Context: an optimization exercise on an open-source flow, tuned for small area, a short achievable clock period and few clock cycles per item. The choices shown serve that exercise and are no tape-out recipe. At most, simulation tests tie the RTL to the original design; equivalence was not proved. For runs 1 to 4, only the layout was checked, not whether the RTL still works. No activity file was given, so power comes from the tool's default toggle rates.

[design/flow/flow/run.sh]
#!/bin/bash
# The standard layout, with two changes:
#  - synthesis skips the full/half-adder extraction (ADDER_MAP_FILE empty),
#    leaving all arithmetic to abc; it is otherwise the standard synthesis;
#  - each port gets a buf_1 as its port buffer.
set -e
export BUFFER_PORTS_ARGS="-buffer_cell sky130_fd_sc_hd__buf_1"
ADDER_MAP_FILE= bash standard.sh synth > synth.log 2>&1
bash standard.sh > standard.log 2>&1
[design/flow/standard.sh]
#!/bin/bash
# synth_recipe.tcl (not shown) runs the flow's synth.tcl, then flattens the netlist and writes it again
# the make line also repeats each setting of config.mk as NAME=value (left out here)
make -C /OpenROAD-flow-scripts/flow DESIGN_CONFIG=/design/flow/config.mk WORK_HOME=/design/flow/orfs CLKGATE_MAP_FILE= SYNTH_SCRIPT=/design/flow/synth_recipe.tcl "${@:-finish}"
[design/flow/config.mk]
export PLATFORM = sky130hd
export DESIGN_NAME = pipe_prefix_adder
export DESIGN_NICKNAME = pipe_prefix_adder
export VERILOG_FILES = /design/flow/design.v
export SDC_FILE = /design/flow/constraint.sdc
export NUM_CORES = 4
export LEC_CHECK = 0
export ABC_AREA = 1
export CAP_MARGIN = 20
export CORE_MARGIN = 2
export CORE_UTILIZATION = 40
export SETUP_SLACK_MARGIN = 1.5
export SLEW_MARGIN = 20
[design/flow/constraint.sdc]
create_clock -name core_clock -period 4.5 [get_ports {clk}]
set_input_delay 0.9000 -clock core_clock [delete_from_list [all_inputs] [get_ports {clk}]]
set_output_delay 0.9000 -clock core_clock [all_outputs]
set_load 0.01 [all_outputs]
[design/flow/design.v]
module pipe_prefix_adder #(
  parameter int WIDTH     = 68,
  parameter int REG_EVERY = 2,
  parameter int TAG_W     = 4,
  parameter int BLK       = 5
) (
  input  logic             clk,
  input  logic             rst,
  input  logic             in_valid,
  output logic             in_ready,
  input  logic [WIDTH-1:0] a,
  input  logic [WIDTH-1:0] b,
  input  logic             cin,
  input  logic             op,
  input  logic [TAG_W-1:0] tag,
  output logic             out_valid,
  input  logic             out_ready,
  output logic [WIDTH-1:0] sum,
  output logic             cout,
  output logic             ovf,
  output logic             zero,
  output logic [TAG_W-1:0] tag_o
);
  localparam int NB  = (WIDTH + BLK - 1) / BLK;    
  localparam int TLO = (NB - 1) * BLK;             
  function automatic integer lg2(input integer v);
    integer r;
    r = 0;
    while ((1 << r) < v) r = r + 1;
    lg2 = r;
  endfunction
  logic [WIDTH-1:0] bx, p, g, s0_d;
  logic             c0;
  assign bx = op ? ~b : b;
  assign c0 = op | cin;
  assign p  = a ^ bx;
  assign g  = a & bx;
  logic [NB-1:0] eg, ep;
  logic          g_top_d;
  assign eg[0] = c0;
  assign ep[0] = 1'b0;
  for (genvar j = 0; j < NB; j++) begin : g_blk
    localparam int LO = j * BLK;
    localparam int HI = (LO + BLK < WIDTH) ? LO + BLK - 1 : WIDTH - 1;
    localparam int N  = HI - LO + 1;
    logic [N:0] lc;    
    logic [N:0] gc;    
    if (j == 0) begin : g_ci
      assign lc[0] = c0;
    end else begin : g_cz
      assign lc[0] = 1'b0;
    end
    assign gc[0] = 1'b0;
    for (genvar i = 0; i < N; i++) begin : g_bit
      assign lc[i+1] = g[LO+i] | (p[LO+i] & lc[i]);
      assign gc[i+1] = g[LO+i] | (p[LO+i] & gc[i]);
    end
    assign s0_d[HI:LO] = p[HI:LO] ^ lc[N-1:0];
    if (j < NB - 1) begin : g_el
      assign eg[j+1] = gc[N];
      assign ep[j+1] = &p[HI:LO];
    end else begin : g_top
      assign g_top_d = gc[N];
    end
  end
  localparam int LV = lg2(NB);
  logic [NB-1:0] pg [LV+1];
  logic [NB-1:0] pp [LV+1];
  assign pg[0] = eg;
  assign pp[0] = ep;
  for (genvar l = 0; l < LV; l++) begin : g_pl
    for (genvar j = 0; j < NB; j++) begin : g_pj
      if (j >= (1 << l)) begin : g_cmb
        assign pg[l+1][j] = pg[l][j] | (pp[l][j] & pg[l][j-(1<<l)]);
        assign pp[l+1][j] = pp[l][j] & pp[l][j-(1<<l)];
      end else begin : g_pass
        assign pg[l+1][j] = pg[l][j];
        assign pp[l+1][j] = pp[l][j];
      end
    end
  end
  logic             load;
  logic [WIDTH-1:0] s0_q;
  logic [NB-1:1]    bc_q;
  logic             g_top_q, p_top_q;
  assign load     = ~out_valid | out_ready;
  assign in_ready = load;
  always_ff @(posedge clk or posedge rst) begin
    if (rst) out_valid <= 1'b0;
    else if (load) out_valid <= in_valid;
  end
  always_ff @(posedge clk) begin
    if (load) begin
      s0_q    <= s0_d;
      bc_q    <= pg[LV][NB-1:1];
      g_top_q <= g_top_d;
      p_top_q <= p[WIDTH-1];
      tag_o   <= tag;
    end
  end
  logic [NB-1:0] ones, zs;
  for (genvar j = 0; j < NB; j++) begin : g_sum
    localparam int LO = j * BLK;
    localparam int HI = (LO + BLK < WIDTH) ? LO + BLK - 1 : WIDTH - 1;
    assign ones[j] = &s0_q[HI:LO];
    assign zs[j]   = ~|s0_q[HI:LO];
    if (j == 0) begin : g_b0
      assign sum[HI:LO] = s0_q[HI:LO];
    end else begin : g_bj
      for (genvar i = LO; i <= HI; i++) begin : g_bit
        if (i == LO) begin : g_lo
          assign sum[i] = s0_q[i] ^ bc_q[j];
        end else begin : g_hi
          assign sum[i] = s0_q[i] ^ (bc_q[j] & (&s0_q[i-1:LO]));
        end
      end
    end
  end
  assign cout = g_top_q | (bc_q[NB-1] & ones[NB-1]);
  assign ovf  = sum[WIDTH-1] ^ p_top_q ^ cout;
  logic [NB-1:0] zb;
  assign zb[0] = zs[0];
  for (genvar j = 1; j < NB; j++) begin : g_zb
    assign zb[j] = bc_q[j] ? ones[j] : zs[j];
  end
  assign zero = &zb;
endmodule
==> impl_metrics.csv, run 1 <==
group,metric,value,unit
outcome,status,"no timing/DRC/antenna violations",
sta,slew_violations,0,
power,swShare,36.27,%
layout,fin_util,49.47,%
sta,finalCriticalPeriod,2951,ps
layout,layout_common_cells,"nand2_1, buf_1, inv_1, xor2_1, nor2_1",
critical_path,r2r_setup_slack,3040,ps
route,wl_per_cell,12.59,um
route,drtAntennaViolNets,0,
sta,period_share,65.57,%
sta,fin_ws,1549,ps
power,pwr-share-seq,37.9,%
critical_path,worstPathMaxFanout,4,
route,firstDrtPassIters,4,
floorplanning,initial_core_util,40.61,%
yosys,ys_seq_area_share,34.96,%
clocking,htreeDepth,3,
sta,worstMarginPinSlew,658.9,ps
critical_path,end_kind,"output pin",
critical_path,critical_path.startpoint_type,"flop",
global_route,overflow,0,
power,vdd_drop_max,0.0001610,V
power,power_frac_clock,25.3,%
clocking,clk_latency,340,ps
power,p_int,2.043,mW
layout,nNetsFinal,1399,
critical_path,required,3600,ps
layout,drive_gt1_share,8.744,%
sta,setup_tns,0,ps
yosys,yosysUniqueCellTypes,39,
clocking,hold_buffers,0,
critical_path,r2r_end,"s0_q[52]$_DFFE_PP_",
sta,finalHoldViolCount,0,
clocking,clockRootBuffer,"clkbuf_16",
placed_design,pre_cts_slack,1130,ps
layout,mostFrequentLayoutCell,"nand2_1",
sta,fin_worst_skew,5.467,ps
yosys,synth_nets,1152,
global_route,antenna_found_initial,1,
yosys,yosys_warnings,3,
placed_design,hpwl,15340,um
power,p_sw,1.163,mW
floorplanning,core_area,18580,sq um
global_route,grtUsageTotal,18.61,%
clocking,cts_tree,"yes",
critical_path,r2r_cells,2,
sta,maxSlewHeadroom,56.07,%
yosys,syn_inst,1006,
global_route,grt_pass1_wl,28970,um
floorplanning,die_w,141.3,um
yosys,syn_area_per_cell,7.500,sq um
floorplanning,die_y,141.3,um
layout,area_delta_synth_final,21.82,%
clocking,cts_buffer_depth,2,
clocking,cts_buffers,9,
layout,stdcell_count,1493,
power,power_leakage,4.347,nW
layout,nFillCells,1878,
route,drt_first_iter_violations,255,
route,drc,0,
critical_path,crit_path_end,"zero",
route,routed-via-count,6628,
critical_path,reg2reg_from,"out_valid$_DFFE_PP0P_",
critical_path,cp.arrival,2050,ps
critical_path,critPathKind,"reg2out",
global_route,grt_start_max_net_pins,50,
clocking,clk_pin_slew,60,ps
route,avgViaCountPerCell,4.439,
floorplanning,die_area,19980,sq um
placed_design,portBuffers,222,
global_route,grt_pass1_vias,6079,
yosys,syn_area,7545,sq um
yosys,ys_ff_latch,88,
placed_design,numPlacedInstances,1452,
floorplanning,floorplan.rows,50,
clocking,numClockSinks,88,
power,pwr-share-comb,36.8,%
sta,rsz0062_at_grt,"true",
placed_design,gp_congestion,0.8089,
route,wirelength,18790,um
sta,clock.fmax,338.9,MHz
critical_path,crit_start,"bc_q[11]$_DFFE_PP_",
worst_hold_path,worstHoldPathType,"in2async",
floorplanning,ios,223,
sta,setup_violations,0,
power,power_density,348.8,nW/um^2
job,cap_violations,0,
-- cell usage after synthesis --
cell | n | area, sq um
a211o_1 | 1 | 8.760
buf_8 | 1 | 15.01
nand2_2 | 1 | 6.260
buf_2 | 1 | 5.000
nor3_1 | 1 | 5.000
nor2_1 | 96 | 360.4
xor2_1 | 142 | 1244
nand4_1 | 6 | 37.54
a21oi_2 | 1 | 8.760
nand3b_1 | 2 | 15.01
a221oi_1 | 2 | 17.52
or2_2 | 19 | 118.9
buf_12 | 1 | 20.02
nand3_1 | 26 | 130.1
buf_6 | 6 | 67.56
and3_1 | 1 | 6.260
inv_1 | 163 | 611.8
xnor2_1 | 54 | 473.0
nor2_2 | 3 | 18.77
maj3_1 | 1 | 10.01
nand3_2 | 3 | 30.03
nor4_1 | 1 | 6.260
xor2_2 | 3 | 48.80
o21ai_2 | 1 | 8.760
inv_2 | 4 | 15.01
o21ai_0 | 5 | 25.02
xnor2_2 | 2 | 32.53
o21bai_1 | 2 | 15.01
nor3_2 | 3 | 30.03
o21ai_1 | 8 | 40.04
and2_1 | 12 | 75.07
a21oi_1 | 17 | 85.08
dfrtp_1 | 1 | 25.02
or2_1 | 1 | 6.260
edfxtp_1 | 87 | 2613
buf_4 | 5 | 37.54
o31ai_1 | 12 | 90.09
a21o_1 | 4 | 30.03
nand2_1 | 307 | 1152
-- flip-flops by register name, summed over array words and instances, names as in the netlist --
register   cells
s0_q          68
g_top_q        1
out_valid      1
bc_q          13
p_top_q        1
tag_o          4
-- cell type report --
class	count	area, sq um	share of cell area [%]
multi-input combinational	737	4257	46.31
sequential	88	2638	28.70
timing repair buffer	250	1060	11.53
inverter	167	629.4	6.847
tap	234	292.8	3.185
clock buffer	10	229.0	2.491
clock inverter	6	83.83	0.9121
antenna	1	2.502	0.02723
-- through the flow --
stage	hold WS (ps)	instance area [sq um]	power, mW
2_1_floorplan	628.7	7547	1.982
3_3_place_gp	711.1	8567	2.330
3_5_place_dp	707.5	8567	2.342
4_1_cts	337.6	8967	3.181
5_1_grt	341.2	9189	3.425
6_report	351.8	9191	3.206
-- worst min path at each step --
stage / endpoint / slack [ps] / start / cells past startpoint
final: out_valid$_DFFE_PP0P_ / 350 / rst / 2
after global routing: out_valid$_DFFE_PP0P_ / 340 / rst / 2
after CTS: out_valid$_DFFE_PP0P_ / 340 / rst / 2
after detailed placement: out_valid$_DFFE_PP0P_ / 710 / rst / 2
after global placement: out_valid$_DFFE_PP0P_ / 710 / rst / 2
after floorplan: out_valid$_DFFE_PP0P_ / 630 / rst / 1
-- power by group through the flow --
stage	sequential (mW)	combinational [mW]	clock [mW]
final	1.22	1.18	0.810
after global routing	1.24	1.33	0.862
after CTS	1.22	1.14	0.823
after detailed placement	1.23	1.11	0
after global placement	1.23	1.10	0
after floorplan	1.21	0.773	0
-- what timing repair did --
action,4_1_cts,5_1_grt
pin swaps,6,7
setup endpoints to repair,2,10
buffers inserted,5,19
resized for setup,13,22
-- worst max-delay path: stages, from the launching register on --
cell and delay (ps):
edfxtp_1 440, buf_4 170, nand2_2 60, nand2_2 60, a221oi_4 270, nand4_1 150
a211o_1 260, nor4_2 120, buf_2 180
-- kinds of logic after synthesis --
group / Yosys count / share of synthesized area [%]
buf+inv: 181 / 10.23
fa+ha+maj: 1 / 0.1327
flops: 88 / 34.96
xor+xnor: 201 / 23.83
simple gates: 482 / 26.48
compound gates: 53 / 4.362
-- layer usage --
metal	GRT usage [%]	vias up	share of wire, %
li1	-	3564	-
met1	23.12	2908	44
met2	33.24	145	50
met3	3.037	11	4.2
met4	5.526	0	1.1
met5	0	-	0
==> run 2, diff against run 1 <==
--- a/design/flow/design.v
+++ b/design/flow/design.v
@@ -81,2 +81,4 @@
   end
+  logic z_d;
+  assign z_d = ~|(p ^ {a[WIDTH-2:0] | bx[WIDTH-2:0], c0});
   logic             load;
@@ -98,5 +100,6 @@
       tag_o   <= tag;
+      zero    <= z_d;
     end
   end
-  logic [NB-1:0] ones, zs;
+  logic [NB-1:0] ones;
   for (genvar j = 0; j < NB; j++) begin : g_sum
@@ -105,3 +108,2 @@
     assign ones[j] = &s0_q[HI:LO];
-    assign zs[j]   = ~|s0_q[HI:LO];
     if (j == 0) begin : g_b0
@@ -120,8 +122,2 @@
   assign ovf  = sum[WIDTH-1] ^ p_top_q ^ cout;
-  logic [NB-1:0] zb;
-  assign zb[0] = zs[0];
-  for (genvar j = 1; j < NB; j++) begin : g_zb
-    assign zb[j] = bc_q[j] ? ones[j] : zs[j];
-  end
-  assign zero = &zb;
 endmodule
==> impl_metrics.csv, run 2 <==
group,metric,value,unit
power,power_leakage,4.674,nW
yosys,ys_seq_area_share,32.55,%
layout,stdcell_count,1654,
power,p_total,3.100,mW
floorplanning,die_y,147.1,um
yosys,ys_ff_latch,89,
route,avgViaCountPerCell,4.480,
placed_design,gp_congestion,0.9099,
critical_path,critical_path.startpoint_type,"input pin",
critical_path,reg2reg_from,"out_valid$_DFFE_PP0P_",
yosys,syn_inst,1155,
layout,area_delta_synth_final,16.96,%
placed_design,numPlacedInstances,1636,
critical_path,cp.arrival,2960,ps
critical_path,worstPathMaxFanout,23,
power,swShare,37.18,%
layout,largest_reg_flops,68,
route,drt_first_iter_violations,303,
sta,period_share,60.91,%
yosys,netlist_top_cells_count,"nand2_1, inv_1, xor2_1, nor2_1, xnor2_1",
sta,rsz0062_at_grt,"false",
critical_path,r2r_setup_slack,2730,ps
floorplanning,floorplan.rows,52,
floorplanning,die_area,21650,sq um
floorplanning,ios,223,
sta,clock.fmax,364.8,MHz
sta,setup_violations,0,
layout,mostFrequentLayoutCell,"nand2_1",
clocking,clk_pin_slew,70,ps
layout,nNetsFinal,1524,
yosys,syn_area_per_cell,7.094,sq um
power,pwr-share-comb,37.8,%
yosys,yosys_warnings,3,
global_route,grt_pass1_wl,34120,um
yosys,synth_nets,1301,
route,routed-via-count,7410,
layout,regArea,2668,sq um
sta,finalCriticalPeriod,2741,ps
sta,slew_violations,0,
placed_design,hpwl,18490,um
layout,nFillCells,2131,
clocking,cts_buffer_depth,2,
clocking,clockRootBuffer,"clkbuf_16",
placed_design,portBuffers,222,
yosys,ys.flop_type,"edfxtp_1",
route,drc,0,
yosys,synth_top_cell_by_area,"edfxtp_1",
layout,multiInputGateArea,4628,sq um
global_route,overflow,0,
critical_path,end_kind,"flop",
route,wirelength,22400,um
yosys,yosys.area.top_type_share,32.25,%
power,power_frac_clock,24.4,%
clocking,numClockSinks,89,
clocking,cts_tree,"yes",
yosys,syn_area,8194,sq um
outcome,status,"no timing/DRC/antenna violations",
sta,finalHoldViolCount,0,
yosys,synthTopCellsByArea,"edfxtp_1, nand2_1, xor2_1",
job,cap_violations,0,
yosys,yosysMostFrequentCell,"nand2_1",
layout,drive_gt1_share,4.266,%
floorplanning,core_area,20170,sq um
global_route,grt_pass1_vias,6909,
clocking,postCtsSetupBuffers,0,
layout,reg_top3,"s0_q x68, bc_q x13, tag_o x4",
clocking,hold_buffers,0,
route,firstDrtPassIters,4,
sta,worstMarginPinSlew,538.0,ps
power,pwr-share-seq,37.8,%
layout,layout_common_cells,"nand2_1, buf_1, inv_1, xor2_1, nor2_1",
route,wl_per_cell,13.54,um
clocking,cts_buffers,9,
power,vdd_drop_max,0.0001552,V
clocking,htreeDepth,3,
route,drtAntennaViolNets,0,
sta,maxSlewHeadroom,64.13,%
global_route,antenna_found_initial,2,
floorplanning,die_w,147.1,um
critical_path,critPathKind,"in2reg",
clocking,clk_latency,350,ps
yosys,async_reset_ff_share,1.124,%
sta,setup_tns,0,ps
power,power_density,323.5,nW/um^2
global_route,grt_start_max_net_pins,44,
worst_hold_path,worstHoldPathType,"in2async",
clocking,cts_resized,0,
yosys,yosysUniqueCellTypes,34,
layout,largest-register,"s0_q",
critical_path,required,4720,ps
power,p_int,1.948,mW
sta,fin_worst_skew,4.335,ps
power,p_sw,1.153,mW
critical_path,r2r_cells,2,
critical_path,r2r_end,"s0_q[51]$_DFFE_PP_",
global_route,grtUsageTotal,20.41,%
floorplanning,initial_core_util,40.63,%
yosys,synth-edff-count,88,
## run 2: cells by family (layout without fill, tap and decap cells)
family | after synthesis | count (layout) | synth area share [%]
buffers and inverters | 212 | 440 | 11.06
flip-flops | 89 | 89 | 32.55
AND/OR/NAND/NOR | 611 | 611 | 31.49
AO/OA/AOI/OAI | 26 | 26 | 1.710
other | 0 | 1 | 0
XOR/XNOR | 217 | 217 | 23.19
## run 2: area by class of cell
| type | instances | share of cell area (%) |
|---|---|---|
| antenna | 1 | 0.02611 |
| clock buffer | 9 | 2.350 |
| clock inverter | 7 | 0.6397 |
| inverter | 196 | 7.702 |
| multi-input combinational | 854 | 48.29 |
| sequential | 89 | 27.83 |
| tap | 270 | 3.525 |
| timing repair buffer | 228 | 9.634 |
## run 2: power by group through the flow
stage	Sequential, mW	Clock (mW)	Combinational [mW]
final	1.17	0.756	1.17
after global routing	1.19	0.809	1.32
after CTS	1.17	0.778	1.18
after detailed placement	1.19	0	1.17
after global placement	1.19	0	1.16
after floorplan	1.17	0	0.819
## run 2: critical path: stages
cell     delay [ps]
buf_6           240
buf_4           310
or2_0           140
nand2_1          70
nand2_1          60
inv_1            60
nor2_2          180
nand2_1          90
nor3_2          350
nand2_1         140
nor3_1          210
nand3_1         100
nand3_1          90
## run 2: worst max path at each step
stage          slack, ps       from                 end  cells past startpoint
4_1_cts             1540         op   bc_q[6]$_DFFE_PP_                     15
2_1_floorplan       1570  out_ready            in_ready                      2
6_report            1760         op  bc_q[10]$_DFFE_PP_                     13
3_3_place_gp        1240         op   bc_q[6]$_DFFE_PP_                     15
3_5_place_dp        1190         op   bc_q[6]$_DFFE_PP_                     15
5_1_grt             1510         op      zero$_DFFE_PP_                     12
## run 2: routing by layer
layer	GRT usage (%)	vias to the layer above	wire length [um]
met5	0	-	13
met4	4.712	2	238
met3	3.354	17	1582
met2	34.56	207	10210
met1	27.41	3238	10360
li1	-	3946	-
## run 2: per-stage QoR
step	worst slack, ps	hold slack [ps]	utilization (%)	instance area (sq um)
after floorplan	1568	628.7	-	8197
after global placement	1239	705.9	45.89	9256
after detailed placement	1186	708.7	45.89	9256
after CTS	1542	337.5	47.31	9543
after global routing	1507	339.8	47.51	9582
final	1759	346.5	47.52	9584
==> run 3, diff against run 2 <==
--- a/design/flow/config.mk
+++ b/design/flow/config.mk
@@ -11,3 +11,3 @@
 export CORE_UTILIZATION = 40
-export SETUP_SLACK_MARGIN = 1.5
+export SETUP_SLACK_MARGIN = 1.8
 export SLEW_MARGIN = 20
==> impl_metrics.csv, run 3 <==
group,metric,value,unit
layout,layout_common_cells,"nand2_1, buf_1, inv_1, xor2_1, nor2_1",
yosys,ys.flop_type,"edfxtp_1",
global_route,grtUsageTotal,21.07,%
yosys,syn_area_per_cell,7.094,sq um
route,wl_per_cell,14.27,um
layout,mostFrequentLayoutCell,"nand2_1",
clocking,clk_pin_slew,70,ps
power,power_density,316.5,nW/um^2
sta,finalCriticalPeriod,2623,ps
critical_path,required,3600,ps
clocking,cts_buffers,9,
sta,maxSlewHeadroom,59.89,%
floorplanning,floorplan.rows,52,
sta,worstMarginPinSlew,596.1,ps
critical_path,critical_path.startpoint_type,"flop",
outcome,status,"no timing/DRC/antenna violations",
yosys,synth_compound_area_share,1.710,%
yosys,synth-edff-count,88,
layout,stdcell_count,1668,
layout,largest_reg_flops,68,
clocking,cts_buffer_depth,2,
yosys,synth_xor_area_share,23.19,%
floorplanning,ios,223,
yosys,synth_top_family_by_area,"simple AND/OR/NAND/NOR gates",
route,drt_first_iter_violations,415,
route,firstDrtPassIters,7,
floorplanning,initial_core_util,40.63,%
yosys,synth-simple-area-share,31.49,%
floorplanning,core_area,20170,sq um
clocking,clockRootBuffer,"clkbuf_16",
placed_design,portBuffers,222,
route,avgViaCountPerCell,4.568,
yosys,yosysMostFrequentCell,"nand2_1",
clocking,numClockSinks,89,
job,cap_violations,0,
placed_design,gp_congestion,0.9040,
sta,finalHoldViolCount,0,
global_route,antenna_found_initial,0,
clocking,cts_tree,"yes",
route,drc,0,
clocking,htreeDepth,3,
worst_hold_path,worstHoldPathType,"in2async",
critical_path,end_kind,"output pin",
layout,drive_gt1_share,8.584,%
route,wirelength,23810,um
sta,clock.fmax,381.2,MHz
yosys,synth_nets,1301,
layout,area_delta_synth_final,22.54,%
sta,fin_worst_skew,8.557,ps
power,power_leakage,4.851,nW
layout,nNetsFinal,1539,
yosys,async_reset_ff_share,1.124,%
yosys,synth_fa_ha_area_share,0,%
sta,setup_violations,0,
layout,fin_util,49.78,%
floorplanning,die_w,147.1,um
yosys,yosys.area.top_type_share,32.25,%
global_route,grt_pass1_wl,34740,um
power,vdd_drop_max,0.0001498,V
critical_path,critPathKind,"reg2out",
yosys,ys_ff_latch,89,
sta,slew_violations,0,
floorplanning,die_y,147.1,um
yosys,synthTopCellsByArea,"edfxtp_1, nand2_1, xor2_1",
placed_design,hpwl,18530,um
critical_path,cp.arrival,1720,ps
yosys,ys_seq_area_share,32.55,%
clocking,clk_latency,350,ps
global_route,overflow,0,
yosys,yosys_warnings,3,
route,routed-via-count,7620,
yosys,syn_inst,1155,
layout,reg_top3,"s0_q x68, bc_q x13, tag_o x4",
sta,setup_tns,0,ps
floorplanning,die_area,21650,sq um
yosys,synth_top_cell_by_area,"edfxtp_1",
layout,num_antenna_cells,0,
route,drtAntennaViolNets,0,
yosys,netlist_top_cells_count,"nand2_1, inv_1, xor2_1, nor2_1, xnor2_1",
yosys,muxShareOfSynthArea,0,%
sta,rsz0062_at_grt,"true",
critical_path,worstPathMaxFanout,3,
yosys,yosysUniqueCellTypes,34,
global_route,grt_start_max_net_pins,38,
yosys,syn_area,8194,sq um
global_route,grt_pass1_vias,7020,
sta,period_share,58.29,%
placed_design,numPlacedInstances,1635,
layout,largest-register,"s0_q",
## run 3: cell counts after synthesis
No cell type changed its count.
## run 3: layer usage
| layer | GRT usage, % | up-vias | routed length, um |
|---|---|---|---|
| met4 | 5.096 | 0 | 363 |
| met5 | 0 | - | 0 |
| li1 | - | 3968 | - |
| met3 | 3.385 | 19 | 1442 |
| met1 | 27.92 | 3412 | 10670 |
| met2 | 36.10 | 221 | 11330 |
## run 3: final cells by class
cell class | instances | area (sq um)
Clock buffer | 11 | 232.7
Clock inverter | 5 | 56.30
Fill cell | 2091 | 10130
Inverter | 196 | 748.2
Multi-Input combinational cell | 854 | 4843
Sequential cell | 89 | 2668
Tap cell | 270 | 337.8
Timing Repair Buffer | 243 | 1155
## run 3: critical path, stage by stage, from the launching register on
cell	delay, ps
edfxtp_1	430
and3_4	180
or2_2	270
nand2_2	80
xnor2_1	130
xor2_1	150
buf_2	140
## run 3: cell families after synthesis
| logic type | Yosys count |
|---|---|
| AO/OA/AOI/OAI | 26 |
| XOR/XNOR | 217 |
| buffers and inverters | 212 |
| flip-flops | 89 |
| AND/OR/NAND/NOR | 611 |
## run 3: final timing paths
kind | from | end | slack (ps) | depth (start not counted)
max | s0_q[65]$_DFFE_PP_ | ovf | 1880 | 6
min | rst | out_valid$_DFFE_PP0P_ | 350 | 2
max reg2reg | out_valid$_DFFE_PP0P_ | bc_q[6]$_DFFE_PP_ | 2740 | 2
min reg2reg | out_valid$_DFFE_PP0P_ | out_valid$_DFFE_PP0P_ | 850 | 2
max in group asynchronous | rst | out_valid$_DFFE_PP0P_ | 4060 | 2
min in group core_clock | tag[0] | tag_o[0]$_DFFE_PP_ | 720 | 1
## run 3: report_power, final
group | switching [mW] | internal (mW) | total, mW
clock | 0.331 | 0.430 | 0.761
sequential | 0.0794 | 1.10 | 1.17
combinational | 0.775 | 0.467 | 1.24
## run 3: what timing repair did
| item | CTS | global route |
|---|---|---|
| pin swaps | 0 | 8 |
| gates resized for setup | 7 | 70 |
| setup buffers | 1 | 8 |
| cloned | 2 | 6 |
| hold buffers | 0 | 0 |
| setup endpoints to repair | 12 | 12 |
## run 3: metrics by stage
| stage | hold WS (ps) | power (mW) | setup slack (ps) | cell area (sq um) |
|---|---|---|---|---|
| floorplan | 628.7 | 1.985 | 1852 | 8202 |
| global placement | 708.7 | 2.348 | 1183 | 9249 |
| detailed placement | 709.9 | 2.358 | 1144 | 9249 |
| CTS | 337.0 | 3.136 | 1809 | 9629 |
| global route | 355.9 | 3.374 | 1775 | 10040 |
| finish | 348.3 | 3.178 | 1877 | 10040 |
==> run 4, diff against run 3 <==
--- a/design/flow/config.mk
+++ b/design/flow/config.mk
@@ -11,3 +11,3 @@
 export CORE_UTILIZATION = 40
-export SETUP_SLACK_MARGIN = 1.8
+export SETUP_SLACK_MARGIN = 2.1
 export SLEW_MARGIN = 20
==> impl_metrics.csv, run 4 <==
group,metric,value,unit
yosys,yosysUniqueCellTypes,34,
layout,layout_common_cells,"nand2_1, buf_1, inv_1, xor2_1, edfxtp_1",
layout,fin_util,56.53,%
sta,finalCriticalPeriod,2603,ps
global_route,grt_pass1_vias,7312,
layout,area_delta_synth_final,39.15,%
power,vdd_drop_max,0.0001716,V
route,drc,0,
global_route,grt_start_max_net_pins,59,
route,firstDrtPassIters,5,
clocking,clk_latency,340,ps
yosys,syn_inst,1155,
power,power_leakage,5.468,nW
clocking,clk_pin_slew,70,ps
floorplanning,core_area,20170,sq um
clocking,numClockSinks,89,
critical_path,r2r_cells,2,
critical_path,critical_path.startpoint_type,"input pin",
clocking,cts_buffer_depth,2,
layout,nFillCells,1952,
sta,whs,345.4,ps
yosys,yosysMostFrequentCell,"nand2_1",
critical_path,worstPathMaxFanout,7,
sta,fin_worst_skew,5.273,ps
yosys,synthTopCellsByArea,"edfxtp_1, nand2_1, xor2_1",
clocking,cts_buffers,9,
floorplanning,ios,223,
clocking,clockRootBuffer,"clkbuf_16",
route,drtAntennaViolNets,0,
yosys,async_reset_ff_share,1.124,%
yosys,syn_area,8194,sq um
layout,nNetsFinal,1590,
global_route,overflow,0,
sta,slew_violations,0,
floorplanning,die_y,147.1,um
critical_path,r2r_setup_slack,2720,ps
yosys,ys_ff_latch,89,
route,wl_per_cell,14.63,um
sta,maxSlewHeadroom,46.56,%
yosys,synth_top_cell_by_area,"edfxtp_1",
layout,largest-register,"s0_q",
sta,setup_violations,0,
placed_design,portBuffers,222,
placed_design,numPlacedInstances,1634,
yosys,ys.flop_type,"edfxtp_1",
layout,largest_reg_flops,68,
layout,stdcell_count,1721,
sta,worstMarginPinSlew,801.6,ps
sta,setup_tns,0,ps
critical_path,end_kind,"flop",
layout,mostFrequentLayoutCell,"nand2_1",
sta,rsz0062_at_grt,"true",
sta,finalHoldViolCount,0,
route,avgViaCountPerCell,4.604,
yosys,netlist_top_cells_count,"nand2_1, inv_1, xor2_1, nor2_1, xnor2_1",
critical_path,r2r_end,"s0_q[5]$_DFFE_PP_",
floorplanning,die_w,147.1,um
yosys,yosys.area.top_type_share,32.25,%
route,drt_first_iter_violations,318,
yosys,syn_area_per_cell,7.094,sq um
global_route,grtUsageTotal,22.58,%
critical_path,critPathKind,"in2reg",
route,wirelength,25170,um
floorplanning,initial_core_util,40.63,%
yosys,yosys_warnings,3,
clocking,htreeDepth,3,
worst_hold_path,worstHoldPathType,"in2async",
outcome,status,"no timing/DRC/antenna violations",
floorplanning,die_area,21650,sq um
layout,drive_gt1_share,26.09,%
yosys,synth_nets,1301,
critical_path,required,4600,ps
yosys,synth-edff-count,88,
critical_path,cp.arrival,2710,ps
yosys,ys_seq_area_share,32.55,%
placed_design,gp_congestion,0.8778,
clocking,cts_tree,"yes",
critical_path,reg2reg_from,"out_valid$_DFFE_PP0P_",
global_route,grt_pass1_wl,37380,um
placed_design,hpwl,18390,um
route,routed-via-count,7924,
job,cap_violations,0,
sta,clock.fmax,384.1,MHz
floorplanning,floorplan.rows,52,
sta,period_share,57.85,%
global_route,antenna_found_initial,3,
power,power_density,299.4,nW/um^2
layout,reg_top3,"s0_q x68, bc_q x13, tag_o x4",
run 4: critical path: stages:
cell,delay (ps)
clkbuf_16,160
buf_12,160
buf_12,130
buf_16,140
xor2_1,140
nand2_1,80
and2_4,170
nand2_2,70
nand2_2,60
nand2_2,60
nand2_2,70
nand2_2,70
nand2_2,60
nand2_1,70
nand2_2,70
nand2_2,80
nand3_2,80
nand2_1,80
nand2_1,50
run 4: worst max path at each step:
stage	start	to	slack [ps]	cells after the start
2_1_floorplan	op	bc_q[8]$_DFFE_PP_	1910	14
3_3_place_gp	op	zero$_DFFE_PP_	1150	12
3_5_place_dp	op	zero$_DFFE_PP_	1140	12
4_1_cts	bc_q[13]$_DFFE_PP_	ovf	1940	6
5_1_grt	op	bc_q[12]$_DFFE_PP_	1800	15
6_report	op	bc_q[11]$_DFFE_PP_	1900	19
run 4: cells by family (layout without fill, tap and decap cells):
group | Yosys count | in the layout | share of synthesized area, %
AOI/OAI and AO/OA | 26 | 26 | 1.710
and+or+nand+nor | 611 | 612 | 31.49
xor gates and xnor gates | 217 | 217 | 23.19
buffers and inverters | 212 | 505 | 11.06
DFF | 89 | 89 | 32.55
other | 0 | 2 | 0
run 4: through the flow:
stage / setup WS, ps / power (mW) / cell area (sq um)
after floorplan: 1910 / 2.018 / 8429
after global placement: 1151 / 2.382 / 9457
after detailed placement: 1144 / 2.390 / 9457
after CTS: 1936 / 3.295 / 10820
after global routing: 1798 / 3.609 / 11400
final: 1897 / 3.414 / 11400
run 4: area by class of cell:
class,instances,area (sq um),share of cell area (%)
Sequential cell,89,2668,23.40
Clock buffer,12,246.5,2.162
Tap cell,270,337.8,2.963
Multi-Input combinational cell,855,5695,49.95
Antenna cell,2,5.005,0.04389
Inverter,196,750.7,6.584
Timing Repair Buffer,293,1679,14.73
Clock inverter,4,20.02,0.1756
run 4: power by group:
group          leakage [nW]  internal (mW)  total (mW)  switching, mW
Combinational          4.44          0.623        1.51          0.883
Sequential            0.893           1.10        1.19         0.0967
Clock                 0.136          0.387       0.713          0.326
Total                  5.47           2.11        3.41           1.31
run 4: what timing repair did:
action | in CTS | in global routing
pin swaps | 41 | 59
gates resized for setup | 158 | 120
buffers inserted | 43 | 17
setup endpoints to repair | 53 | 42
gates cloned | 9 | 0
hold buffers | 0 | 0
run 4: routing by layer:
layer | up-vias | part of all wire (%) | GRT usage [%]
li1 | 4075 | - | -
met5 | - | 0.052 | 0
met3 | 38 | 6.0 | 3.292
met2 | 248 | 48 | 38.08
met1 | 3561 | 43 | 29.64
met4 | 2 | 2.5 | 7.981
==> run 5, diff against run 4 <==
--- a/design/flow/design.v
+++ b/design/flow/design.v
@@ -4,3 +4,4 @@
   parameter int TAG_W     = 4,
-  parameter int BLK       = 5
+  parameter int BLK       = 5,
+  parameter int EB        = 4
 ) (
@@ -83,5 +84,21 @@
   assign z_d = ~|(p ^ {a[WIDTH-2:0] | bx[WIDTH-2:0], c0});
+  logic [WIDTH-1:0] r_d;
+  for (genvar j = 0; j < NB; j++) begin : g_early
+    localparam int LO = j * BLK;
+    localparam int HI = (LO + BLK < WIDTH) ? LO + BLK - 1 : WIDTH - 1;
+    if (j == 0 || j >= EB) begin : g_keep
+      assign r_d[HI:LO] = s0_d[HI:LO];
+    end else begin : g_fin
+      for (genvar i = LO; i <= HI; i++) begin : g_bit
+        if (i == LO) begin : g_lo
+          assign r_d[i] = s0_d[i] ^ pg[LV][j];
+        end else begin : g_hi
+          assign r_d[i] = s0_d[i] ^ (pg[LV][j] & (&s0_d[i-1:LO]));
+        end
+      end
+    end
+  end
   logic             load;
   logic [WIDTH-1:0] s0_q;
-  logic [NB-1:1]    bc_q;
+  logic [NB-1:EB]   bc_q;
   logic             g_top_q, p_top_q;
@@ -95,4 +112,4 @@
     if (load) begin
-      s0_q    <= s0_d;
-      bc_q    <= pg[LV][NB-1:1];
+      s0_q    <= r_d;
+      bc_q    <= pg[LV][NB-1:EB];
       g_top_q <= g_top_d;
@@ -108,3 +125,3 @@
     assign ones[j] = &s0_q[HI:LO];
-    if (j == 0) begin : g_b0
+    if (j < EB) begin : g_b0
       assign sum[HI:LO] = s0_q[HI:LO];
--- a/design/flow/config.mk
+++ b/design/flow/config.mk
@@ -11,3 +11,3 @@
 export CORE_UTILIZATION = 40
-export SETUP_SLACK_MARGIN = 2.1
+export SETUP_SLACK_MARGIN = 1.8
 export SLEW_MARGIN = 20
==> impl_metrics.csv, run 5 <==
group,metric,value,unit
floorplanning,die_area,21980,sq um
clocking,clk_latency,340,ps
critical_path,critPathKind,"in2reg",
layout,largest-register,"s0_q",
clocking,numClockSinks,86,
critical_path,end_kind,"flop",
critical_path,r2r_setup_slack,2780,ps
yosys,synth_top_cell_by_area,"edfxtp_1",
yosys,async_reset_ff_share,1.163,%
power,power_leakage,4.914,nW
power,pwr-share-seq,36.2,%
layout,reg_top3,"s0_q x68, bc_q x10, tag_o x4",
yosys,ys_seq_area_share,30.96,%
critical_path,critical_path.startpoint_type,"input pin",
yosys,syn_inst,1205,
yosys,synth-edff-count,85,
sta,rsz0062_at_grt,"false",
floorplanning,die_y,148.3,um
clocking,hold_buffers,0,
layout,layout_common_cells,"nand2_1, buf_1, inv_1, xor2_1, nor2_1",
floorplanning,floorplan.rows,52,
route,drc,0,
job,cap_violations,0,
global_route,grt_start_max_net_pins,35,
floorplanning,core_area,20300,sq um
power,p_total,3.127,mW
sta,finalHoldViolCount,0,
sta,maxSlewHeadroom,65.14,%
yosys,syn_area,8324,sq um
yosys,synthTopCellsByArea,"edfxtp_1, nand2_1, xor2_1",
placed_design,gp_congestion,0.8641,
layout,drive_gt1_share,10.06,%
global_route,grtUsageTotal,21.78,%
yosys,netlist_top_cells_count,"nand2_1, inv_1, nor2_1, xor2_1, edfxtp_1",
sta,fin_ws,1921,ps
sta,fin_worst_skew,4.118,ps
route,wirelength,24610,um
layout,area_delta_synth_final,21.00,%
placed_design,pre_cts_slack,1148,ps
yosys,yosys_warnings,3,
global_route,antenna_found_initial,0,
layout,largest_reg_flops,68,
yosys,ys_ff_latch,86,
power,power_frac_clock,23.9,%
yosys,syn_area_per_cell,6.908,sq um
layout,post-route-cell-area,10070,sq um
route,firstDrtPassIters,5,
sta,slew_violations,0,
critical_path,worstPathMaxFanout,10,
clocking,clk_pin_slew,60,ps
clocking,htreeDepth,3,
outcome,status,"no timing/DRC/antenna violations",
layout,nNetsFinal,1573,
sta,worstMarginPinSlew,523.0,ps
power,p_int,1.947,mW
clocking,cts_buffers,9,
clocking,clockRootBuffer,"clkbuf_16",
sta,period_share,57.31,%
yosys,yosysMostFrequentCell,"nand2_1",
critical_path,required,4600,ps
yosys,synth_nets,1351,
floorplanning,die_w,148.3,um
global_route,grt_pass1_vias,7091,
route,wl_per_cell,14.46,um
clocking,cts_buffer_depth,2,
power,vdd_drop_max,0.0001904,V
worst_hold_path,worstHoldPathType,"in2async",
floorplanning,ios,223,
sta,setup_tns,0,ps
route,drt_first_iter_violations,383,
placed_design,numPlacedInstances,1669,
critical_path,cp.arrival,2670,ps
layout,stdcell_count,1702,
route,routed-via-count,7785,
placed_design,portBuffers,222,
layout,mostFrequentLayoutCell,"nand2_1",
placed_design,hpwl,19070,um
placed_design,dpl-instance-area,9284,sq um
power,swShare,37.73,%
global_route,overflow,0,
power,p_sw,1.180,mW
route,drtAntennaViolNets,0,
yosys,yosysUniqueCellTypes,41,
yosys,ys.flop_type,"edfxtp_1",
global_route,grt_pass1_wl,36230,um
power,pwr-share-comb,39.8,%
route,avgViaCountPerCell,4.574,
sta,setup_violations,0,
layout,num_antenna_cells,0,
floorplanning,initial_core_util,41.01,%
clocking,cts_tree,"yes",
sta,clock.fmax,387.8,MHz
yosys,yosys.area.top_type_share,30.66,%
power,power_density,310.5,nW/um^2
sta,finalCriticalPeriod,2579,ps
-- run 5: final cells by class --
cell class	count	area (sq um)
Clock inverter	5	50.05
Fill cell	2094	10230
Multi-Input combinational cell	884	4949
Sequential cell	86	2577
Inverter	204	778.2
Clock buffer	11	232.7
Timing Repair Buffer	242	1147
Tap cell	270	337.8
-- run 5: power groups by stage --
| stage | Combinational (mW) | Sequential [mW] | Clock (mW) |
|---|---|---|---|
| final | 1.25 | 1.13 | 0.749 |
| after global routing | 1.39 | 1.15 | 0.796 |
| after CTS | 1.20 | 1.14 | 0.769 |
| after detailed placement | 1.17 | 1.15 | 0 |
| after global placement | 1.16 | 1.15 | 0 |
| after floorplan | 0.860 | 1.13 | 0 |
-- run 5: what timing repair did --
item | in CTS | in global routing
endpoints found under the hold margin | 0 | 0
gates cloned | 3 | 3
resized for setup | 9 | 67
endpoints found under the setup margin | 22 | 21
pin swaps | 0 | 13
setup buffers | 0 | 11
-- run 5: stage by stage --
stage,hold slack [ps],util [%]
finish,348.6,49.62
CTS,340.8,47.72
detailed placement,715.7,45.73
global route,352.9,49.62
global placement,712.9,45.73
floorplan,628.7,-
-- run 5: path summary, 6_finish.rpt --
kind | startpoint | to | cells after the start
min reg2reg | out_valid$_DFFE_PP0P_ | out_valid$_DFFE_PP0P_ | 2
max in group asynchronous | rst | out_valid$_DFFE_PP0P_ | 2
min | rst | out_valid$_DFFE_PP0P_ | 2
min in group core_clock | tag[1] | tag_o[1]$_DFFE_PP_ | 1
max | op | bc_q[12]$_DFFE_PP_ | 13
max reg2reg | out_valid$_DFFE_PP0P_ | s0_q[8]$_DFFE_PP_ | 2
-- run 5: metal layers --
layer | vias up | global-route usage [%] | share of wire [%]
met5 | - | 0 | 0
met1 | 3427 | 28.94 | 45
met4 | 0 | 8.048 | 2.5
li1 | 4099 | - | -
met3 | 29 | 3.252 | 6.4
met2 | 230 | 36.06 | 46
-- run 5: kinds of logic (layout without fill, tap and decap cells) --
family,Yosys count,count (layout),share of synthesized area [%]
and+or+nand+nor,650,650,33.40
buffers and inverters,235,462,12.30
DFF,86,86,30.96
AOI/OAI and AO/OA,44,44,3.262
xor gates and xnor gates,190,190,20.08
-- run 5: worst max-delay path, stage by stage --
cell and delay [ps]:
clkbuf_16 170, buf_16 170, buf_12 150, xnor2_1 130, or2_2 300, nand2_1 120, inv_1 90, nand3_1 140
inv_1 90, nand2_1 160, nor3_2 80, nand3_1 80, nand3_1 70
Testbench counts of run 5, summed over its fixed seeds: cycles 24,008, items 24,000.
==> run 6, diff against run 5 <==
--- a/design/flow/config.mk
+++ b/design/flow/config.mk
@@ -13 +13,2 @@
 export SLEW_MARGIN = 20
+export TNS_END_PERCENT = 10
==> impl_metrics.csv, run 6 <==
group,metric,value,unit
power,power_leakage,4.903,nW
critical_path,critPathKind,"reg2out",
layout,fin_util,49.49,%
critical_path,crit_path_end,"ovf",
placed_design,gp_congestion,0.8641,
clocking,hold_buffers,0,
layout,largest_reg_flops,68,
critical_path,r2r_setup_slack,2770,ps
critical_path,end_kind,"output pin",
yosys,yosys_warnings,3,
yosys,yosysUniqueCellTypes,41,
power,vdd_drop_max,0.0001923,V
floorplanning,die_area,21980,sq um
placed_design,hpwl,19070,um
route,wl_per_cell,14.45,um
yosys,synth-edff-count,85,
sta,setup_violations,0,
sta,fin_worst_skew,4.199,ps
floorplanning,die_y,148.3,um
yosys,synth_top_cell_by_area,"edfxtp_1",
yosys,ys.flop_type,"edfxtp_1",
route,wirelength,24560,um
critical_path,required,3600,ps
route,drc,0,
sta,period_share,57.95,%
critical_path,r2r_cells,2,
layout,largest-register,"s0_q",
layout,drive_gt1_share,9.790,%
yosys,yosys.area.top_type_share,30.66,%
floorplanning,die_w,148.3,um
critical_path,crit_start,"bc_q[13]$_DFFE_PP_",
critical_path,r2r_end,"s0_q[8]$_DFFE_PP_",
yosys,netlist_top_cells_count,"nand2_1, inv_1, nor2_1, xor2_1, edfxtp_1",
clocking,clk_latency,340,ps
layout,num_antenna_cells,0,
yosys,ys_seq_area_share,30.96,%
floorplanning,core_area,20300,sq um
sta,finalHoldViolCount,0,
clocking,clockRootBuffer,"clkbuf_16",
critical_path,reg2reg_from,"out_valid$_DFFE_PP0P_",
layout,mostFrequentLayoutCell,"nand2_1",
clocking,cts_tree,"yes",
yosys,syn_area_per_cell,6.908,sq um
sta,whs,349.1,ps
global_route,overflow,0,
critical_path,cp.arrival,1710,ps
clocking,cts_buffers,9,
sta,finalCriticalPeriod,2608,ps
clocking,cts_buffer_depth,2,
job,cap_violations,0,
global_route,antenna_found_initial,0,
global_route,grt_pass1_wl,36230,um
critical_path,worstPathMaxFanout,3,
yosys,synth_nets,1351,
layout,reg_top3,"s0_q x68, bc_q x10, tag_o x4",
critical_path,critical_path.startpoint_type,"flop",
sta,maxSlewHeadroom,64.67,%
clocking,htreeDepth,3,
yosys,ys_ff_latch,86,
route,routed-via-count,7799,
layout,nNetsFinal,1571,
sta,clock.fmax,383.4,MHz
sta,slew_violations,0,
global_route,grt_start_max_net_pins,35,
worst_hold_path,worstHoldPathType,"in2async",
placed_design,portBuffers,222,
floorplanning,initial_core_util,41.01,%
layout,nFillCells,2097,
floorplanning,ios,223,
route,drtAntennaViolNets,0,
route,avgViaCountPerCell,4.588,
yosys,syn_area,8324,sq um
route,firstDrtPassIters,5,
global_route,grtUsageTotal,21.78,%
outcome,status,"no timing/DRC/antenna violations",
clocking,numClockSinks,86,
yosys,synthTopCellsByArea,"edfxtp_1, nand2_1, xor2_1",
clocking,clk_pin_slew,70,ps
yosys,async_reset_ff_share,1.163,%
floorplanning,floorplan.rows,52,
sta,setup_tns,0,ps
layout,area_delta_synth_final,20.68,%
route,drt_first_iter_violations,344,
sta,worstMarginPinSlew,530.0,ps
global_route,grt_pass1_vias,7091,
power,power_density,311.1,nW/um^2
sta,rsz0062_at_grt,"true",
layout,layout_common_cells,"nand2_1, buf_1, inv_1, xor2_1, nor2_1",
yosys,syn_inst,1205,
yosys,yosysMostFrequentCell,"nand2_1",
## run 6: timing repair
item	in CTS	in global routing
buffers inserted	0	10
endpoints found under the setup margin	22	21
cloned	3	2
pin swaps	0	12
endpoints found under the hold margin	0	0
gates resized for setup	9	65
## run 6: worst min path at each step
stage,cells after the start,from,end
2_1_floorplan,1,rst,out_valid$_DFFE_PP0P_
3_3_place_gp,2,rst,out_valid$_DFFE_PP0P_
3_5_place_dp,2,rst,out_valid$_DFFE_PP0P_
4_1_cts,2,rst,out_valid$_DFFE_PP0P_
5_1_grt,2,rst,out_valid$_DFFE_PP0P_
6_report,2,rst,out_valid$_DFFE_PP0P_
## run 6: logic make-up (layout without fill, tap and decap cells)
logic type,after synthesis,count (layout),share of synthesized area [%]
AOI/OAI and AO/OA,44,44,3.262
buffers and inverters,235,460,12.30
xor gates and xnor gates,190,190,20.08
and+or+nand+nor,650,650,33.40
DFF,86,86,30.96
## run 6: power breakdown
| group | switching, mW | internal, mW |
|---|---|---|
| clock network | 0.323 | 0.427 |
| registers | 0.0706 | 1.06 |
| logic | 0.787 | 0.454 |
| total | 1.18 | 1.94 |
## run 6: critical path, cell delays in order (launching register included)
cell and delay (ps):
edfxtp_1 450, and3_1 240, or2_2 270, nand2_1 90, xor2_1 130, buf_1 170
## run 6: final cells by class
| class | count | area (sq um) | share of cell area [%] |
|---|---|---|---|
| multi-input cells | 884 | 4941 | 49.18 |
| flip-flops and latches | 86 | 2577 | 25.66 |
| repair buffers | 240 | 1129 | 11.23 |
| inverters | 204 | 778.2 | 7.747 |
| well taps | 270 | 337.8 | 3.363 |
| clock buffers | 11 | 232.7 | 2.317 |
| clock inverters | 5 | 50.05 | 0.4982 |
## run 6: through the flow
step	total power, mW	area (sq um)	setup WS [ps]	std cells
detailed placement	2.320	9284	1148	1669
CTS	3.101	9687	1860	1688
finish	3.125	10050	1892	1700
global placement	2.311	9284	1175	1669
floorplan	1.985	8332	1905	1205
global route	3.327	10050	1771	1700
## run 6: routing by layer
| metal | share of wire (%) | up-vias | track usage (%) |
|---|---|---|---|
| met5 | 0 | - | 0 |
| li1 | - | 4097 | - |
| met4 | 2.7 | 0 | 8.048 |
| met3 | 6.2 | 33 | 3.252 |
| met1 | 45 | 3431 | 28.94 |
| met2 | 46 | 238 | 36.06 |
==> run 7, diff against run 6 <==
--- a/design/flow/config.mk
+++ b/design/flow/config.mk
@@ -11,3 +11,3 @@
 export CORE_UTILIZATION = 40
-export SETUP_SLACK_MARGIN = 1.8
+export SETUP_SLACK_MARGIN = 2.1
 export SLEW_MARGIN = 20
==> impl_metrics.csv, run 7 <==
group,metric,value,unit
yosys,async_reset_ff_share,1.163,%
route,drtAntennaViolNets,0,
floorplanning,floorplan.rows,52,
critical_path,worstPathMaxFanout,3,
critical_path,end_kind,"output pin",
power,p_sw,1.291,mW
critical_path,critPathKind,"reg2out",
yosys,ys.flop_type,"edfxtp_1",
sta,worstMarginPinSlew,531.7,ps
sta,fin_worst_skew,9.265,ps
route,drc,0,
critical_path,crit_start,"bc_q[6]$_DFFE_PP_",
clocking,clk_latency,360,ps
critical_path,r2r_setup_slack,2910,ps
power,power_leakage,5.260,nW
global_route,busiest_layer,"met2",
clocking,hold_buffers,0,
yosys,synth_top_cell_by_area,"edfxtp_1",
critical_path,crit_path_end,"sum[34]",
sta,finalHoldViolCount,0,
route,routed-via-count,8130,
yosys,yosysMostFrequentCell,"nand2_1",
layout,drive_gt1_share,21.68,%
critical_path,reg2reg_from,"out_valid$_DFFE_PP0P_",
global_route,met2_usage,38.15,%
critical_path,r2r_cells,2,
sta,finalCriticalPeriod,2460,ps
route,wl_per_cell,14.95,um
sta,maxSlewHeadroom,64.56,%
sta,setup_violations,0,
floorplanning,die_area,21980,sq um
layout,largest-register,"s0_q",
power,pwr-share-comb,43.3,%
yosys,yosysUniqueCellTypes,41,
global_route,grt_pass1_wl,37860,um
yosys,syn_area,8324,sq um
global_route,antenna_found_initial,0,
layout,post-route-cell-area,11010,sq um
layout,mostFrequentLayoutCell,"nand2_1",
power,pwr-share-seq,34.6,%
global_route,grtUsageTotal,22.89,%
layout,area_delta_synth_final,32.23,%
critical_path,required,3600,ps
yosys,synthTopCellsByArea,"edfxtp_1, nand2_1, xor2_1",
sta,period_share,54.66,%
clocking,clockRootBuffer,"clkbuf_16",
floorplanning,ios,223,
placed_design,dpl-instance-area,9320,sq um
clocking,cts_buffers,9,
critical_path,critical_path.startpoint_type,"flop",
power,p_total,3.276,mW
clocking,clk_pin_slew,70,ps
yosys,ys_ff_latch,86,
power,power_density,297.7,nW/um^2
placed_design,portBuffers,222,
floorplanning,die_y,148.3,um
route,firstDrtPassIters,5,
yosys,netlist_top_cells_count,"nand2_1, inv_1, nor2_1, xor2_1, edfxtp_1",
global_route,use_met1,29.69,%
sta,slew_violations,0,
sta,clock.fmax,406.5,MHz
worst_hold_path,worstHoldPathType,"in2async",
route,avgViaCountPerCell,4.694,
power,swShare,39.41,%
clocking,cts_buffer_depth,2,
power,power_frac_clock,22.1,%
layout,largest_reg_flops,68,
global_route,overflow,0,
floorplanning,die_w,148.3,um
power,vdd_drop_max,0.0001531,V
layout,nNetsFinal,1603,
sta,fin_ws,2040,ps
yosys,syn_area_per_cell,6.908,sq um
yosys,yosys_warnings,3,
critical_path,cp.arrival,1560,ps
floorplanning,initial_core_util,41.01,%
route,drt_first_iter_violations,446,
placed_design,pre_cts_slack,1074,ps
job,cap_violations,0,
layout,layout_common_cells,"nand2_1, buf_1, inv_1, xor2_1, nand2_2",
critical_path,r2r_end,"s0_q[62]$_DFFE_PP_",
floorplanning,core_area,20300,sq um
layout,reg_top3,"s0_q x68, bc_q x10, tag_o x4",
yosys,yosys.area.top_type_share,30.66,%
outcome,status,"no timing/DRC/antenna violations",
clocking,htreeDepth,3,
global_route,grt_start_max_net_pins,40,
sta,rsz0062_at_grt,"true",
sta,setup_tns,0,ps
power,p_int,1.985,mW
yosys,ys_seq_area_share,30.96,%
yosys,syn_inst,1205,
layout,num_antenna_cells,0,
placed_design,gp_congestion,0.9003,
placed_design,hpwl,19020,um
global_route,grt_pass1_vias,7487,
clocking,numClockSinks,86,
clocking,cts_tree,"yes",
yosys,synth-edff-count,85,
route,wirelength,25900,um
yosys,synth_nets,1351,
global_route,grtUsageMet3,4.233,%
## run 7: worst min-delay path by stage
stage / endpoint / startpoint / slack, ps / depth (start not counted)
floorplan: out_valid$_DFFE_PP0P_ / rst / 630 / 1
detailed placement: out_valid$_DFFE_PP0P_ / rst / 720 / 2
global placement: out_valid$_DFFE_PP0P_ / rst / 710 / 2
finish: out_valid$_DFFE_PP0P_ / rst / 340 / 2
global route: out_valid$_DFFE_PP0P_ / rst / 340 / 2
CTS: out_valid$_DFFE_PP0P_ / rst / 340 / 2
## run 7: layout make-up
| class | instances | area, sq um |
|---|---|---|
| fill | 1997 | 9293 |
| multi-input combinational | 884 | 5603 |
| sequential | 86 | 2577 |
| timing repair buffer | 271 | 1420 |
| inverter | 204 | 782.0 |
| tap | 270 | 337.8 |
| clock buffer | 9 | 225.2 |
| clock inverter | 7 | 50.05 |
| timing repair inverter | 1 | 11.26 |
## run 7: repair_timing
| item | in CTS | in global routing |
|---|---|---|
| resized for setup | 94 | 149 |
| gates cloned | 10 | 1 |
| pin swaps | 19 | 50 |
| setup endpoints to repair | 65 | 42 |
| setup buffers | 14 | 22 |
## run 7: through the flow
stage	hold WS, ps	util (%)	instances
floorplan	628.7	-	1205
global placement	713.8	45.91	1669
detailed placement	715.5	45.91	1669
CTS	335.3	50.55	1709
global route	341.1	54.22	1732
finish	343.3	54.22	1732
## run 7: critical path, cell delays in order (launching register included)
cell and delay (ps):
edfxtp_1 440, nand2_2 100, nor2_4 140, and2_4 160, nand2_2 60, xnor2_2 150, buf_2 150
## run 7: logic make-up (layout without fill, tap and decap cells)
| logic type | count (synthesis) | count (layout) | share of synthesized area (%) |
|---|---|---|---|
| and+or+nand+nor | 650 | 650 | 33.40 |
| xor gates and xnor gates | 190 | 190 | 20.08 |
| AOI/OAI and AO/OA | 44 | 44 | 3.262 |
| buffers and inverters | 235 | 492 | 12.30 |
| DFF | 86 | 86 | 30.96 |
## run 7: power groups by stage
stage               clock, mW  combinational [mW]  sequential [mW]
floorplan                   0               0.865             1.13
global placement            0                1.17             1.14
detailed placement          0                1.17             1.15
CTS                     0.741                1.29             1.13
global route            0.772                1.56             1.15
finish                  0.725                1.42             1.13
## run 7: layer usage
layer	part of all wire, %	up-vias
met5	0	-
met4	3.2	0
met3	7.6	49
met2	47	277
met1	42	3638
li1	-	4166
==> run 8, diff against run 7 <==
--- a/design/flow/config.mk
+++ b/design/flow/config.mk
@@ -11,4 +11,3 @@
 export CORE_UTILIZATION = 40
-export SETUP_SLACK_MARGIN = 2.1
+export SETUP_SLACK_MARGIN = 1.65
 export SLEW_MARGIN = 20
-export TNS_END_PERCENT = 10
==> impl_metrics.csv, run 8 <==
group,metric,value,unit
clocking,cts_tree,"yes",
critical_path,cp.arrival,2760,ps
power,p_total,3.065,mW
power,pwr-share-seq,37.0,%
yosys,ys_seq_area_share,30.96,%
critical_path,required,4590,ps
yosys,ys.flop_type,"edfxtp_1",
power,vdd_drop_max,0.0001914,V
yosys,synth_top_cell_by_area,"edfxtp_1",
sta,fin_worst_skew,3.937,ps
power,p_int,1.913,mW
sta,finalCriticalPeriod,2665,ps
critical_path,path_delay_family,"simple AND/OR/NAND/NOR gates",
sta,setup_tns,0,ps
placed_design,portBuffers,222,
global_route,grt_start_max_net_pins,35,
critical_path,cpMostUsedCell,"nand2_1",
layout,nNetsFinal,1558,
layout,mostFrequentLayoutCell,"nand2_1",
floorplanning,die_y,148.3,um
clocking,postCtsSetupBuffers,0,
layout,reg_top3,"s0_q x68, bc_q x10, tag_o x4",
layout,largest_reg_flops,68,
floorplanning,floorplan.rows,52,
yosys,syn_area_per_cell,6.908,sq um
critical_path,crit_chain,"buf_12 -> clkbuf_16 -> or2_2 -> nand3_1 -> o21ai_0 -> nand2_1 -> nand2_1 -> nand2_1 -> nand2_1 -> a21boi_1 -> nand2_1 -> nand2_1 -> nand2_1 -> nand2_1 -> nand3_1",
route,avgViaCountPerCell,4.553,
sta,slew_violations,0,
layout,drive_gt1_share,5.505,%
critical_path,worstPathMaxFanout,21,
floorplanning,die_area,21980,sq um
layout,area_delta_synth_final,16.04,%
placed_design,gp_congestion,0.8641,
yosys,synth_nets,1351,
critical_path,reg2reg_from,"out_valid$_DFFE_PP0P_",
critical_path,cp_slowest_cell,"or2_2",
critical_path,critPathKind,"in2reg",
global_route,grt_pass1_wl,35620,um
critical_path,max_stage_delay,320,ps
layout,nFillCells,2132,
power,swShare,37.58,%
power,p_sw,1.152,mW
job,cap_violations,0,
clocking,clk_latency,350,ps
sta,finalHoldViolCount,0,
clocking,clk_pin_slew,70,ps
route,routed-via-count,7681,
critical_path,critical_path.startpoint_type,"input pin",
layout,fin_util,47.58,%
layout,num_antenna_cells,0,
floorplanning,initial_core_util,41.01,%
power,power_density,317.3,nW/um^2
worst_hold_path,worstHoldPathType,"in2async",
yosys,yosysUniqueCellTypes,41,
route,drtAntennaViolNets,0,
yosys,yosys_warnings,3,
layout,largest-register,"s0_q",
sta,maxSlewHeadroom,65.05,%
sta,worstMarginPinSlew,524.2,ps
global_route,antenna_found_initial,0,
layout,layout_common_cells,"nand2_1, buf_1, inv_1, nor2_1, xor2_1",
yosys,netlist_top_cells_count,"nand2_1, inv_1, nor2_1, xor2_1, edfxtp_1",
floorplanning,die_w,148.3,um
sta,clock.fmax,375.2,MHz
yosys,syn_area,8324,sq um
placed_design,hpwl,19070,um
clocking,cts_buffers,9,
floorplanning,ios,223,
yosys,synthTopCellsByArea,"edfxtp_1, nand2_1, xor2_1",
floorplanning,core_area,20300,sq um
power,power_leakage,4.753,nW
clocking,cts_buffer_depth,2,
clocking,htreeDepth,3,
sta,rsz0062_at_grt,"false",
critical_path,critPathBufInv,2,
sta,whs,346.8,ps
global_route,grtUsageTotal,21.29,%
route,wirelength,23620,um
power,pwr-share-comb,38.5,%
yosys,yosys.area.top_type_share,30.66,%
critical_path,end_kind,"flop",
yosys,syn_inst,1205,
yosys,ys_ff_latch,86,
outcome,status,"no timing/DRC/antenna violations",
power,power_frac_clock,24.5,%
route,drc,0,
critical_path,crit_start,"op",
clocking,hold_buffers,0,
global_route,grt_pass1_vias,7061,
clocking,clockRootBuffer,"clkbuf_16",
global_route,overflow,0,
sta,setup_violations,0,
route,drt_first_iter_violations,350,
yosys,async_reset_ff_share,1.163,%
sta,period_share,59.23,%
route,wl_per_cell,14.00,um
route,firstDrtPassIters,4,
yosys,synth-edff-count,85,
clocking,numClockSinks,86,
yosys,yosysMostFrequentCell,"nand2_1",
run 8: path summary, 6_finish.rpt:
path                       slack (ps)  cells past startpoint                     to
max                              1830                     15     bc_q[13]$_DFFE_PP_
min reg2reg                       830                      2  out_valid$_DFFE_PP0P_
max reg2reg                      2790                      2      s0_q[8]$_DFFE_PP_
min in group core_clock           720                      1     tag_o[1]$_DFFE_PP_
max in group asynchronous        4070                      2  out_valid$_DFFE_PP0P_
min                               350                      2  out_valid$_DFFE_PP0P_
run 8: stage by stage:
step / cells / setup WS [ps] / area (sq um)
floorplan: 1205 / 1905 / 8332
global placement: 1669 / 1175 / 9284
detailed placement: 1669 / 1148 / 9284
CTS: 1686 / 1740 / 9610
global route: 1687 / 1652 / 9659
finish: 1687 / 1835 / 9659
run 8: cell type report:
cell class | count | area (sq um) | share of cell area [%]
multi-input cells | 884 | 4743 | 49.11
flip-flops and latches | 86 | 2577 | 26.68
clock buffers | 11 | 232.7 | 2.409
clock inverters | 5 | 50.05 | 0.5181
well taps | 270 | 337.8 | 3.497
inverters | 204 | 773.2 | 8.005
repair buffers | 227 | 944.7 | 9.780
run 8: worst reg2reg max path, stage by stage, from the launching register on:
cell	delay, ps
dfrtp_1	410
nand2_4	370
buf_4	560
run 8: power groups by stage:
| stage | combinational [mW] | clock (mW) | sequential [mW] |
|---|---|---|---|
| 2_1_floorplan | 0.860 | 0 | 1.13 |
| 6_report | 1.18 | 0.751 | 1.13 |
| 3_3_place_gp | 1.16 | 0 | 1.15 |
| 5_1_grt | 1.32 | 0.796 | 1.15 |
| 3_5_place_dp | 1.17 | 0 | 1.15 |
| 4_1_cts | 1.18 | 0.769 | 1.14 |
run 8: metal layers:
layer | GRT usage [%] | vias to the layer above | wire length, um
li1 | - | 4073 | -
met1 | 28.05 | 3356 | 10670
met2 | 35.42 | 223 | 10870
met3 | 3.282 | 29 | 1457
met4 | 7.952 | 0 | 620
met5 | 0 | - | 0
run 8: timing repair:
action	in CTS	in global routing
gates resized for setup	4	6
gates cloned	1	1
endpoints found under the hold margin	0	0
setup endpoints to repair	13	18
run 8: cell families (layout without fill, tap and decap cells):
kind of cell,after synthesis,after routing,synth area share [%]
AOI/OAI and AO/OA,44,44,3.262
xor gates and xnor gates,190,190,20.08
buffers and inverters,235,447,12.30
DFF,86,86,30.96
and+or+nand+nor,650,650,33.40
==> run 9, diff against run 8 <==
--- a/design/flow/config.mk
+++ b/design/flow/config.mk
@@ -11,2 +11,3 @@
 export CORE_UTILIZATION = 40
+export CTS_BUF_LIST = sky130_fd_sc_hd__clkbuf_4 sky130_fd_sc_hd__clkbuf_8
 export SETUP_SLACK_MARGIN = 1.65
==> impl_metrics.csv, run 9 <==
group,metric,value,unit
worst_hold_path,worstHoldPathType,"in2async",
critical_path,end_kind,"output pin",
sta,rsz0062_at_grt,"false",
route,routed-via-count,7677,
route,drc,0,
clocking,clockRootBuffer,"clkbuf_8",
placed_design,numPlacedInstances,1669,
power,vdd_drop_max,0.0001846,V
global_route,antenna_found_initial,0,
sta,maxSlewHeadroom,65.06,%
floorplanning,floorplan.rows,52,
clocking,hold_buffers,0,
global_route,overflow,0,
yosys,syn_inst,1205,
placed_design,gp_congestion,0.8641,
critical_path,required,3600,ps
power,power_density,301.7,nW/um^2
critical_path,r2r_cells,2,
clocking,cts_buffer_depth,2,
placed_design,pre_cts_slack,1148,ps
job,cap_violations,0,
critical_path,critPathKind,"reg2out",
clocking,htreeDepth,3,
layout,nFillCells,2140,
yosys,yosys_warnings,3,
sta,fin_worst_skew,7.269,ps
power,p_int,1.750,mW
route,drtAntennaViolNets,0,
sta,setup_tns,0,ps
sta,setup_violations,0,
route,firstDrtPassIters,5,
power,pwr-share-seq,39.2,%
clocking,clk_latency,380,ps
layout,num_antenna_cells,0,
floorplanning,initial_core_util,41.01,%
critical_path,path_delay_family,"simple AND/OR/NAND/NOR gates",
sta,worstMarginPinSlew,524.0,ps
yosys,yosys.area.top_type_share,30.66,%
yosys,netlist_top_cells_count,"nand2_1, inv_1, nor2_1, xor2_1, edfxtp_1",
yosys,synthTopCellsByArea,"edfxtp_1, nand2_1, xor2_1",
critical_path,reg2reg_from,"out_valid$_DFFE_PP0P_",
sta,finalHoldViolCount,0,
critical_path,worstPathMaxFanout,3,
outcome,status,"no timing/DRC/antenna violations",
clocking,cts_tree,"yes",
clocking,cts_buffers,9,
yosys,yosysMostFrequentCell,"nand2_1",
power,pwr-share-comb,40.9,%
yosys,synth-edff-count,85,
sta,fin_ws,1841,ps
placed_design,dpl-instance-area,9284,sq um
critical_path,cp_slowest_cell,"edfxtp_1",
route,drt_first_iter_violations,393,
layout,stdcell_count,1687,
layout,mostFrequentLayoutCell,"nand2_1",
yosys,syn_area_per_cell,6.908,sq um
yosys,synth_nets,1351,
yosys,ys_ff_latch,86,
power,power_leakage,4.712,nW
sta,period_share,59.08,%
power,p_sw,1.134,mW
floorplanning,die_y,148.3,um
critical_path,r2r_setup_slack,2780,ps
yosys,ys_seq_area_share,30.96,%
layout,reg_top3,"s0_q x68, bc_q x10, tag_o x4",
route,wirelength,23620,um
floorplanning,die_area,21980,sq um
yosys,async_reset_ff_share,1.163,%
floorplanning,die_w,148.3,um
yosys,yosysUniqueCellTypes,41,
yosys,syn_area,8324,sq um
==> run 9: how the worst max path moves through the flow <==
stage                             startpoint                 end  slack [ps]  depth (start not counted)
after floorplan                           op  bc_q[13]$_DFFE_PP_        1900                         14
after global placement                    op  bc_q[12]$_DFFE_PP_        1180                         12
after detailed placement                  op   bc_q[9]$_DFFE_PP_        1150                         17
after CTS                                 op   bc_q[9]$_DFFE_PP_        1660                         14
after global routing                      op  bc_q[13]$_DFFE_PP_        1670                         17
final                     bc_q[13]$_DFFE_PP_                 ovf        1840                          5
==> run 9: cell families after synthesis <==
kind of cell              Yosys count  synth area share (%)
AOI/OAI and AO/OA                  44                 3.262
xor gates and xnor gates          190                 20.08
buffers and inverters             235                 12.30
DFF                                86                 30.96
and+or+nand+nor                   650                 33.40
==> run 9: worst reg2reg max path, delay by kind of cell (launching register included) <==
kind / cells / cell delay [ps]
buffers and inverters: 1 / 560
flip-flops: 1 / 410
AND/OR/NAND/NOR: 1 / 380
==> run 9: layout make-up <==
cell class / instances / area (sq um) / share of cell area (%)
inverters: 204 / 773.2 / 8.088
clock inverters: 5 / 50.05 / 0.5235
multi-input cells: 884 / 4738 / 49.56
repair buffers: 227 / 944.7 / 9.881
flip-flops and latches: 86 / 2577 / 26.96
well taps: 270 / 337.8 / 3.534
clock buffers: 11 / 138.9 / 1.453
==> run 9: power groups by stage <==
stage	clock [mW]	combinational [mW]	sequential, mW
after floorplan	0	0.860	1.13
after global placement	0	1.16	1.15
after detailed placement	0	1.17	1.15
after CTS	0.587	1.18	1.13
after global routing	0.611	1.32	1.15
final	0.573	1.18	1.13
==> run 9: stage by stage <==
step	power [mW]	hold WS, ps	util (%)
2_1_floorplan	1.985	628.7	-
3_5_place_dp	2.320	715.7	45.73
5_1_grt	3.082	316.2	47.10
3_3_place_gp	2.311	712.9	45.73
6_report	2.884	315.9	47.10
4_1_cts	2.905	297.6	46.88
==> run 9: metal layers <==
layer  track usage (%)  up-vias  wire length, um
met5                 0        -                0
met4             7.810        0              586
met3             3.006       31             1513
met2             35.02      234            10820
met1             28.38     3347            10700
li1                  -     4065                -
==> run 9: timing repair <==
| item | 4_1_cts | 5_1_grt |
|---|---|---|
| buffers inserted | 0 | 0 |
| pin swaps | 0 | 0 |
| gates cloned | 1 | 1 |
| setup endpoints to repair | 10 | 21 |
| gates resized for setup | 2 | 8 |

Re-timed with assumed drivers on the ports (clkbuf_16 on the clock, buf_2 on other inputs), run 9 has 1.799 ns of setup slack against 1.841 ns with ideal ports, and 1.476 ns once port delays also move by the mid clock arrival of 0.414 ns.
